Background: an optimization exercise with open tools, aiming at small area, a short achievable clock period and few clock cycles per item. Do not read the settings as production practice. Function was checked by simulation only, so behaviour that the tests miss may differ from the original. Power figures rest on the tool's default switching activity, not on a simulated workload.

==> flow/design.v <==
package dfr_pkg;
    localparam int N_NODES     = 8;
    localparam int N_OUT       = 4;
    localparam int MAX_SAMPLES = 16;
    localparam int NODE_W      = 16;
    localparam int ACC_W       = 32;
    localparam int ADDR_W      = 8;
    localparam int WB_DATA_W   = 32;
    localparam int NODE_IDX_W   = $clog2(N_NODES);
    localparam int SAMPLE_IDX_W = $clog2(MAX_SAMPLES);
    localparam int OUT_IDX_W    = $clog2(N_OUT);
    localparam int WEIGHT_IDX_W = $clog2(N_OUT * N_NODES);
    localparam int CNT_W        = SAMPLE_IDX_W + 1;   
    localparam logic [ADDR_W-1:0] REG_CTRL     = 8'h00;
    localparam logic [ADDR_W-1:0] REG_STATUS   = 8'h01;
    localparam logic [ADDR_W-1:0] REG_INIT_CNT = 8'h02;
    localparam logic [ADDR_W-1:0] REG_MAIN_CNT = 8'h03;
    localparam logic [ADDR_W-1:0] OUT_BASE     = 8'h08;
    localparam logic [ADDR_W-1:0] MASK_BASE    = 8'h10;
    localparam logic [ADDR_W-1:0] SAMPLE_BASE  = 8'h20;
    localparam logic [ADDR_W-1:0] WEIGHT_BASE  = 8'h40;   
    localparam logic [2:0] DONE          = 3'd0;
    localparam logic [2:0] RES_INIT      = 3'd1;
    localparam logic [2:0] RES_INIT_WAIT = 3'd2;
    localparam logic [2:0] RES_RUN       = 3'd3;
    localparam logic [2:0] RES_RUN_WAIT  = 3'd4;
    localparam logic [2:0] READOUT       = 3'd5;
endpackage
import dfr_pkg::*;
module dfr_mac_lane (
    input  logic              clk,
    input  logic              rst,
    input  logic              clr,
    input  logic              en,
    input  logic [NODE_W-1:0] node,
    input  logic [NODE_W-1:0] weight,
    output logic [ACC_W-1:0]  sum
);
    logic signed [2*NODE_W-1:0] prod_q;
    logic                       prod_vld;
    always_ff @(posedge clk) begin
        prod_q <= $signed(node) * $signed(weight);
    end
    always_ff @(posedge clk) begin
        if (rst || clr) begin
            prod_vld <= 1'b0;
            sum      <= '0;
        end else begin
            prod_vld <= en;
            if (prod_vld) sum <= sum + ACC_W'(prod_q);   
        end
    end
endmodule
import dfr_pkg::*;
module dfr_readout (
    input  logic                           clk,
    input  logic                           rst,
    input  logic                           readout_start,
    input  logic [N_NODES-1:0][NODE_W-1:0] history,
    input  logic [N_OUT-1:0][NODE_W-1:0]   weight_row,
    output logic [NODE_IDX_W-1:0]          weight_idx,
    output logic                           readout_busy,
    output logic [N_OUT-1:0][ACC_W-1:0]    out_sums,
    output logic                           out_valid
);
    logic [NODE_IDX_W:0]   step;   
    logic                  last;
    logic                  lane_en;
    logic [NODE_W-1:0]     node;
    assign last       = step == (NODE_IDX_W + 1)'(N_NODES);
    assign lane_en    = readout_busy && !last;
    assign weight_idx = step[NODE_IDX_W-1:0];
    assign node       = history[weight_idx];
    always_ff @(posedge clk) begin
        if (rst) begin
            readout_busy <= 1'b0;
            step         <= '0;
            out_valid    <= 1'b0;
        end else begin
            out_valid <= readout_busy && last;   
            if (readout_start) begin
                readout_busy <= 1'b1;
                step         <= '0;
            end else if (readout_busy) begin
                if (last) readout_busy <= 1'b0;
                step <= step + 1'b1;
            end
        end
    end
    for (genvar j = 0; j < N_OUT; j++) begin : g_lane
        dfr_mac_lane u_lane (
            .clk    (clk),
            .rst    (rst),
            .clr    (readout_start),
            .en     (lane_en),
            .node   (node),
            .weight (weight_row[j]),
            .sum    (out_sums[j])
        );
    end
endmodule
import dfr_pkg::*;
module dfr_reservoir (
    input  logic                          clk,
    input  logic                          rst,
    input  logic                          res_clr,
    input  logic                          res_en,
    input  logic                          sample_cnt_en,
    input  logic                          init_cnt_en,
    input  logic                          history_en,
    input  logic [CNT_W-1:0]              init_cnt,
    input  logic [CNT_W-1:0]              main_cnt,
    input  logic [NODE_W-1:0]             sample,
    input  logic [NODE_W-1:0]             mask,
    output logic [SAMPLE_IDX_W-1:0]       sample_idx,
    output logic [NODE_IDX_W-1:0]         node_idx,
    output logic                          res_init_busy,
    output logic                          res_busy,
    output logic                          res_valid,
    output logic                          res_filled,
    output logic [N_NODES-1:0][NODE_W-1:0] history
);
    logic signed [NODE_W-1:0]   node_mem [N_NODES];
    logic                       running;
    logic [NODE_IDX_W-1:0]      step;
    logic [CNT_W-1:0]           sample_cnt, init_done, main_done;
    logic signed [2*NODE_W-1:0] prod;
    logic signed [2*NODE_W:0]   prod_ext, old_ext, pre_sat;
    logic signed [NODE_W-1:0]   node_new;
    always_ff @(posedge clk) begin
        if (rst || res_clr) begin
            running <= 1'b0;
            step    <= '0;
        end else if (res_en) begin
            running <= 1'b1;
            step    <= '0;
        end else if (running) begin
            running <= step != NODE_IDX_W'(N_NODES - 1);
            step    <= step + 1'b1;
        end
    end
    assign res_valid = running && step == NODE_IDX_W'(N_NODES - 1);
    assign node_idx  = step;
    always_ff @(posedge clk) begin
        if (rst || res_clr) begin
            sample_cnt <= '0;
            init_done  <= '0;
        end else begin
            if (sample_cnt_en) sample_cnt <= sample_cnt + 1'b1;
            if (init_cnt_en) init_done <= init_done + 1'b1;
        end
    end
    assign main_done     = sample_cnt - init_done;
    assign sample_idx    = sample_cnt[SAMPLE_IDX_W-1:0];
    assign res_init_busy = init_done < init_cnt;
    assign res_busy      = main_done < main_cnt;
    assign res_filled    = main_done != '0;
    assign prod     = $signed(mask) * $signed(sample);
    assign prod_ext = prod;
    assign old_ext  = node_mem[step];
    assign pre_sat  = (prod_ext >>> 4) + (old_ext >>> 1);
    always_comb begin
        if (pre_sat[2*NODE_W:NODE_W-1] == '0 || pre_sat[2*NODE_W:NODE_W-1] == '1) begin
            node_new = pre_sat[NODE_W-1:0];
        end else if (pre_sat[2*NODE_W]) begin
            node_new = {1'b1, {(NODE_W-1){1'b0}}};
        end else begin
            node_new = {1'b0, {(NODE_W-1){1'b1}}};
        end
    end
    always_ff @(posedge clk) begin
        if (res_clr) begin
            for (int k = 0; k < N_NODES; k++) node_mem[k] <= '0;
            history <= '0;
        end else begin
            if (running) node_mem[step] <= node_new;
            if (history_en) begin
                for (int k = 0; k < N_NODES; k++) history[k] <= node_mem[k];
            end
        end
    end
endmodule
import dfr_pkg::*;
module dfr_core_controller (
    input  logic        clk,
    input  logic        rst,
    input  logic        start,
    input  logic        res_init_busy,
    input  logic        res_busy,
    input  logic        res_valid,
    input  logic        res_filled,
    input  logic        readout_busy,
    output logic        core_busy,
    output logic        core_done,
    output logic        res_en,
    output logic        res_clr,
    output logic        sample_cnt_en,
    output logic        init_cnt_en,
    output logic        history_en,
    output logic        readout_start,
    output logic [2:0]  state
);
    logic [2:0] next_state;
    always_ff @(posedge clk) begin
        if (rst) state <= DONE;
        else state <= next_state;
    end
    always_comb begin
        next_state    = state;
        core_busy     = 1'b1;
        core_done     = 1'b0;
        res_en        = 1'b0;
        res_clr       = 1'b0;
        sample_cnt_en = 1'b0;
        init_cnt_en   = 1'b0;
        history_en    = 1'b0;
        readout_start = 1'b0;
        case (state)
            DONE: begin
                core_busy = 1'b0;
                if (start) begin
                    res_clr    = 1'b1;   
                    next_state = RES_INIT;
                end else begin
                    core_done = 1'b1;
                end
            end
            RES_INIT: begin
                if (res_init_busy) begin
                    res_en     = 1'b1;
                    next_state = RES_INIT_WAIT;
                end else begin
                    next_state = RES_RUN;
                end
            end
            RES_INIT_WAIT: begin
                if (res_valid) begin
                    sample_cnt_en = 1'b1;
                    init_cnt_en   = 1'b1;
                    next_state    = RES_INIT;
                end
            end
            RES_RUN: begin
                history_en = res_filled;   
                if (res_busy) begin
                    res_en     = 1'b1;
                    next_state = RES_RUN_WAIT;
                end else begin
                    readout_start = 1'b1;
                    next_state    = READOUT;
                end
            end
            RES_RUN_WAIT: begin
                if (res_valid) begin
                    sample_cnt_en = 1'b1;
                    next_state    = RES_RUN;
                end
            end
            READOUT: begin
                if (!readout_busy) next_state = DONE;
            end
            default: next_state = DONE;
        endcase
    end
endmodule
import dfr_pkg::*;
module dfr_wb_regs (
    input  logic                                 clk,
    input  logic                                 rst,
    input  logic                                 wb_cyc,
    input  logic                                 wb_stb,
    input  logic                                 wb_we,
    input  logic [ADDR_W-1:0]                    wb_adr,
    input  logic [WB_DATA_W-1:0]                 wb_dat_w,
    output logic [WB_DATA_W-1:0]                 wb_dat_r,
    output logic                                 wb_ack,
    input  logic                                 core_busy,
    input  logic                                 core_done,
    output logic                                 start,
    output logic [CNT_W-1:0]                     init_cnt,
    output logic [CNT_W-1:0]                     main_cnt,
    input  logic [SAMPLE_IDX_W-1:0]              sample_idx,
    output logic [NODE_W-1:0]                    sample,
    input  logic [NODE_IDX_W-1:0]                node_idx,
    output logic [NODE_W-1:0]                    mask,
    input  logic [NODE_IDX_W-1:0]                weight_idx,
    output logic [N_OUT-1:0][NODE_W-1:0]         weight_row,
    input  logic [N_OUT-1:0][ACC_W-1:0]          out_sums,
    input  logic                                 out_valid
);
    logic [NODE_W-1:0] mask_mem   [N_NODES];
    logic [NODE_W-1:0] sample_mem [MAX_SAMPLES];
    logic [NODE_W-1:0] weight_mem [N_OUT * N_NODES];
    logic [ACC_W-1:0]  out_q      [N_OUT];
    logic [ADDR_W-1:0] mask_off, sample_off, weight_off, out_off;
    logic              in_mask, in_sample, in_weight, in_out;
    logic              req, wr, mem_wr;
    assign req    = wb_cyc && wb_stb && !wb_ack;   
    assign wr     = req && wb_we;
    assign mem_wr = wr && !core_busy;
    assign mask_off   = wb_adr - MASK_BASE;
    assign sample_off = wb_adr - SAMPLE_BASE;
    assign weight_off = wb_adr - WEIGHT_BASE;
    assign out_off    = wb_adr - OUT_BASE;
    assign in_mask    = mask_off < ADDR_W'(N_NODES);
    assign in_sample  = sample_off < ADDR_W'(MAX_SAMPLES);
    assign in_weight  = weight_off < ADDR_W'(N_OUT * N_NODES);
    assign in_out     = out_off < ADDR_W'(N_OUT);
    always_ff @(posedge clk) begin
        if (rst) begin
            wb_ack   <= 1'b0;
            start    <= 1'b0;
            init_cnt <= '0;
            main_cnt <= '0;
        end else begin
            wb_ack <= req;
            start  <= wr && wb_adr == REG_CTRL && wb_dat_w[0] && !core_busy;
            if (mem_wr && wb_adr == REG_INIT_CNT) init_cnt <= wb_dat_w[CNT_W-1:0];
            if (mem_wr && wb_adr == REG_MAIN_CNT) main_cnt <= wb_dat_w[CNT_W-1:0];
        end
    end
    always_ff @(posedge clk) begin
        if (mem_wr && in_mask) mask_mem[mask_off[NODE_IDX_W-1:0]] <= wb_dat_w[NODE_W-1:0];
        if (mem_wr && in_sample) begin
            sample_mem[sample_off[SAMPLE_IDX_W-1:0]] <= wb_dat_w[NODE_W-1:0];
        end
        if (mem_wr && in_weight) begin
            weight_mem[weight_off[WEIGHT_IDX_W-1:0]] <= wb_dat_w[NODE_W-1:0];
        end
        if (out_valid) begin
            for (int j = 0; j < N_OUT; j++) out_q[j] <= out_sums[j];
        end
    end
    assign sample = sample_mem[sample_idx];
    assign mask   = mask_mem[node_idx];
    always_comb begin
        for (int j = 0; j < N_OUT; j++) weight_row[j] = weight_mem[j * N_NODES + int'(weight_idx)];
    end
    always_comb begin
        wb_dat_r = '0;
        if (wb_ack) begin
            if (wb_adr == REG_STATUS) wb_dat_r = WB_DATA_W'({core_done, core_busy});
            else if (wb_adr == REG_INIT_CNT) wb_dat_r = WB_DATA_W'(init_cnt);
            else if (wb_adr == REG_MAIN_CNT) wb_dat_r = WB_DATA_W'(main_cnt);
            else if (in_out) wb_dat_r = WB_DATA_W'(out_q[out_off[OUT_IDX_W-1:0]]);
            else if (in_mask) wb_dat_r = WB_DATA_W'(mask_mem[mask_off[NODE_IDX_W-1:0]]);
            else if (in_sample) begin
                wb_dat_r = WB_DATA_W'(sample_mem[sample_off[SAMPLE_IDX_W-1:0]]);
            end else if (in_weight) begin
                wb_dat_r = WB_DATA_W'(weight_mem[weight_off[WEIGHT_IDX_W-1:0]]);
            end
        end
    end
endmodule
import dfr_pkg::*;
module dfr_top (
    input  logic                 clk,
    input  logic                 rst,
    input  logic                 wb_cyc,
    input  logic                 wb_stb,
    input  logic                 wb_we,
    input  logic [ADDR_W-1:0]    wb_adr,
    input  logic [WB_DATA_W-1:0] wb_dat_w,
    output logic [WB_DATA_W-1:0] wb_dat_r,
    output logic                 wb_ack
);
    logic                           start, core_busy, core_done;
    logic                           res_en, res_clr, sample_cnt_en, init_cnt_en, history_en;
    logic                           res_init_busy, res_busy, res_valid, res_filled;
    logic                           readout_start, readout_busy, out_valid;
    logic [CNT_W-1:0]               init_cnt, main_cnt;
    logic [SAMPLE_IDX_W-1:0]        sample_idx;
    logic [NODE_IDX_W-1:0]          node_idx, weight_idx;
    logic [NODE_W-1:0]              sample, mask;
    logic [N_OUT-1:0][NODE_W-1:0]   weight_row;
    logic [N_NODES-1:0][NODE_W-1:0] history;
    logic [N_OUT-1:0][ACC_W-1:0]    out_sums;
    dfr_wb_regs u_regs (.*);
    dfr_core_controller u_ctrl (
        .*,
        .state ()
    );
    dfr_reservoir u_res (.*);
    dfr_readout u_readout (.*);
endmodule
==> flow/run.sh <==
#!/bin/bash
# synth_recipe.tcl (not shown) runs the flow's synth.tcl, then flattens the netlist and writes it again
# the make line also repeats each setting of config.mk as NAME=value (left out here)
make -C /OpenROAD-flow-scripts/flow DESIGN_CONFIG=/design/flow/config.mk WORK_HOME=/design/flow/orfs CLKGATE_MAP_FILE= SYNTH_SCRIPT=/design/flow/synth_recipe.tcl finish
==> flow/config.mk <==
export PLATFORM = sky130hd
export DESIGN_NAME = dfr_top
export DESIGN_NICKNAME = dfr_top
export VERILOG_FILES = /design/flow/design.v
export SDC_FILE = /design/flow/constraint.sdc
export NUM_CORES = 4
export LEC_CHECK = 0
export CAP_MARGIN = 20
export CORE_MARGIN = 2
export CORE_UTILIZATION = 40
export SLEW_MARGIN = 20
==> flow/constraint.sdc <==
create_clock -name core_clock -period 12.5 [get_ports {clk}]
set_input_delay 2.5000 -clock core_clock [delete_from_list [all_inputs] [get_ports {clk}]]
set_output_delay 2.5000 -clock core_clock [all_outputs]
set_load 0.01 [all_outputs]
==> notes.md <==
-- layout make-up --
class / instances / area [um2]
diodes: 7 / 17.5
clock buffers: 221 / 4560
clock inverters: 97 / 1320
fillers: 27600 / 169000
inverters: 1466 / 5500
multi-input cells: 6762 / 71100
flip-flops and latches: 1582 / 43200
well taps: 3978 / 4980
repair buffers: 257 / 2140
-- critical path: cells and delay by family, from the launching register on --
kind / cells / cell delay (ns)
fa+ha+maj: 8 / 3.71
buf+inv: 7 / 1.02
simple gates: 6 / 1.44
compound gates: 13 / 2.89
flops: 1 / 0.67
xor+xnor: 1 / 0.27
mux: 3 / 1.22
-- power groups by stage --
stage	Combinational, W	Clock, W	Sequential, W
after floorplan	0.000814	0	0.00577
after global placement	0.00119	0	0.00581
after detailed placement	0.00121	0	0.00581
after CTS	0.00122	0.00533	0.00570
after global routing	0.00132	0.00553	0.00570
final	0.00123	0.00523	0.00570
-- sequential cells by signal (all words and copies together), names as in the netlist, named ones only --
signal                            cells
u_res.running                         1
u_regs.weight_mem                   512
u_regs.wb_ack                         1
u_readout.g_lane.u_lane.prod_vld      1
u_regs.mask_mem                     128
u_regs.start                          1
u_ctrl.state                          3
u_regs.main_cnt                       5
u_res.step                            3
u_regs.out_q                        128
u_res.node_mem                      128
u_res.history                       128
u_readout.out_valid                   1
u_readout.readout_busy                1
u_readout.g_lane.u_lane.sum         128
u_readout.g_lane.u_lane.prod_q      128
u_readout.step                        4
u_regs.init_cnt                       5
u_regs.sample_mem                   256
u_res.init_done                       5
u_res.sample_cnt                      5
-- worst paths after layout --
kind,slack (ns),from,end
max reg2reg,0.88,flip-flop,u_res.node_mem[3][12]$_SDFFCE_PN0P_
max,0.88,flip-flop,u_res.node_mem[3][12]$_SDFFCE_PN0P_
min reg2reg,0.38,u_readout.g_lane[2].u_lane.sum[4]$_SDFFE_PP0P_,u_regs.out_q[2][4]$_DFFE_PP_
min,0.38,u_readout.g_lane[2].u_lane.sum[4]$_SDFFE_PP0P_,u_regs.out_q[2][4]$_DFFE_PP_
-- per-layer routing --
metal	routed length, um	GRT usage	up-vias
li1	-	-	34800
met1	143000	0.302	41500
met2	161000	0.366	3238
met3	31100	0.0492	593
met4	11300	0.0712	10
met5	68	0	-
-- through the flow --
stage	worst slack [ns]	instances	instance area (um2)
floorplan	1.35	10300	121000
global placement	0.984	14000	127000
detailed placement	0.910	14000	127000
CTS	0.861	14400	133000
global route	0.249	14400	133000
finish	0.879	14400	133000
-- placed cells by master (no fill, tap or decap), types with 41 or more instances in the layout --
cell type,Yosys,routed
mux2_2,100,100
mux2i_1,178,144
ha_1,585,585
a21oi_1,425,425
edfxtp_1,1152,1152
clkbuf_1,371,41
nor3_1,72,72
and2_1,106,105
o31ai_1,76,74
nor2_1,786,786
o21ai_0,163,161
clkdlybuf4s50_1,0,41
inv_1,1465,1465
nand3_1,56,56
or2_2,43,43
clkbuf_16,0,171
mux4_2,599,599
a21o_1,135,135
nand2_1,1224,1224
nor2b_1,56,56
fa_1,1316,1316
nand2b_1,63,62
xnor2_1,231,231
buf_4,0,200
xor2_1,78,78
and3_1,43,43
dfxtp_1,430,419
-- kinds of logic (layout without fill, tap and decap cells) --
family                     after synthesis  count (layout)  share of synthesized area
muxes                                  878             878                      0.135
other                                    0               7                          0
buffers and inverters                 1944            2041                     0.0609
xor gates and xnor gates               309             309                     0.0223
DFF                                   1582            1582                      0.356
and+or+nand+nor                       2550            2550                     0.0896
adders and majority gates             1901            1901                      0.278
AOI/OAI and AO/OA                     1124            1124                     0.0580
==> key figures <==
Run status
  – Status: timing/DRC/antenna clean

Worst setup path
  – Worst path max stage delay: 0.67 ns
  – Startpoint Class: flip-flop
  – Critical Path Sink Type: flip-flop
  – Worst r2r path cells: 38
  – Critical path arrival: 12.26 ns
  – CP Class: flip-flop to flip-flop
  – Cell mode on critical path: fa_1
  – CP Max Fanout: 112
  – Worst endpoint required time: 13.14 ns
  – Slowest cell on crit path: dfxtp_4

Global route
  – Largest net degree at the start of global routing: 113
  – Vias in the first global route: 84.5k
  – Grt ovf: 0
  – Total track usage: 0.226
  – Initial antenna violation count: 27
  – First-pass GRT wire length: 522 mm

Floorplan
  – I/O Pins: 78
  – Starting Density: 0.401
  – Die H: 555 um
  – Die area: 308000 um2
  – Num rows: 202
  – Die Wd: 555 um
  – Core Area: 302000 um2

CTS
  – Worst skew pair latency: 0.90 ns
  – Clk slew on worst S/H paths: 0.06 ns
  – Cts bufs inserted: 171
  – CTS sink cnt: 1582
  – Hold_buf cts: 0
  – Max H-tree Level: 4
  – TritonCTS clock tree: built
  – Root buf cell: clkbuf_16
  – CTS max path bufs: 3
  – Postcts setup bufs: 0
  – Post-CTS Resized: 0

Cells and area
  – P&R area growth vs syn: 9.52%
  – Fin util: 0.439
  – Share of cells above drive strength 1: 0.125
  – Layout Nets: 12.2k

Logic synthesis
  – Mapped cell area: 121000 um2
  – Post-synthesis sequential area ratio: 0.356
  – Number of synthesized flops with an enable pin: 1152
  – Post-synthesis cell type with the largest combined area: edfxtp_1
  – Most frequent cell after synthesis: inv_1
  – Mapped Cells: 10.3k
  – Library cells used by synthesis: 85
  – Avg Synthesized Cell Area: 11.8 um2
  – Share of Yosys cell area claimed by the top area cell type: 0.285
  – Synth async-reset ratio: 0
  – YS warnings: 6
  – Synth Flop Type: edfxtp_1
  – Mapped Nets: 12.2k
  – Top cells by count, synth: inv_1, fa_1, nand2_1
  – Flops & latches, synth: 1582
  – Area contributors post-synth: edfxtp_1, fa_1, mux4_2, dfxtp_1, ha_1

Timing
  – Fmax: 86.1 MHz
  – Max-slew headroom: 0.204
  – Final setup viols: 0
  – Worst Tran Pin Value: 1.17 ns
  – Hold slack: 0.383 ns
  – Post-Route Skew: 0.102 ns
  – Max Slew Vio Count: 0
  – TNS Setup: 0 ns
  – Tmin final: 11.62 ns
  – RSZ-0062 raised after global routing: no
  – Final hold vios: 0
  – Final Cycle Share: 0.930

Pwr
  – Switch share: 0.254
  – Clock network power share: 0.430
  – Power Density: 91.5 nW/um2
  – Gate power share: 0.101
  – Reg power frac: 0.469
  – Max VDD drop: 143 uV
  – Pleak: 50.8 nW
  – Int Power: 0.00907 W
  – Switching Power: 0.00308 W
  – Final total power: 0.0122 W

Placement
  – Placer Congestion: 0.909
  – # port buffers: 61
  – DP HPWL: 251 mm

Min path
  – Worst min path class: flip-flop to flip-flop
  – Hold depth: 0

Flow run
  – Max_cap viols: 0

Route
  – Antenna-violating nets left: 0
  – Final wirelength: 347 mm
  – DRC: 0
  – Vias per cell: 5.58
  – Pre-antenna DRT Iters: 6
  – Post-DR wirelength/cell: 24.1 um
  – Via count: 80.1k
  – Iteration-0 DRC Markers: 7742
Testbench counts, summed over its fixed seeds: cycles 34,158, jobs 256.

-- what the ideal ports hide --
How much do the figures lean on ideal ports? The routed layout below was timed once more, with nothing changed but the port constraints.
Step 1: set_driving_cell puts a clkbuf_16 on clk and a buf_2 on each other input, an assumption about the parent block.
Step 2 moves the port delays by t, midway between the first and last clock arrival at a register: inputs arrive t later, outputs are due t later. That takes back most of the time a late clock gives input paths.
a / b / c = ideal ports / drivers / drivers and shift; a / b = the first two.
t (ns): 0.928
setup slack, ns: 0.879 / 0.879 / 0.879
worst register clock-pin slew, ns: 0.07 / 0.07
After both steps setup and hold are still met in this run. The setup slack of this run moves by 0.000 ns with the drivers and by 0.000 ns with both steps.
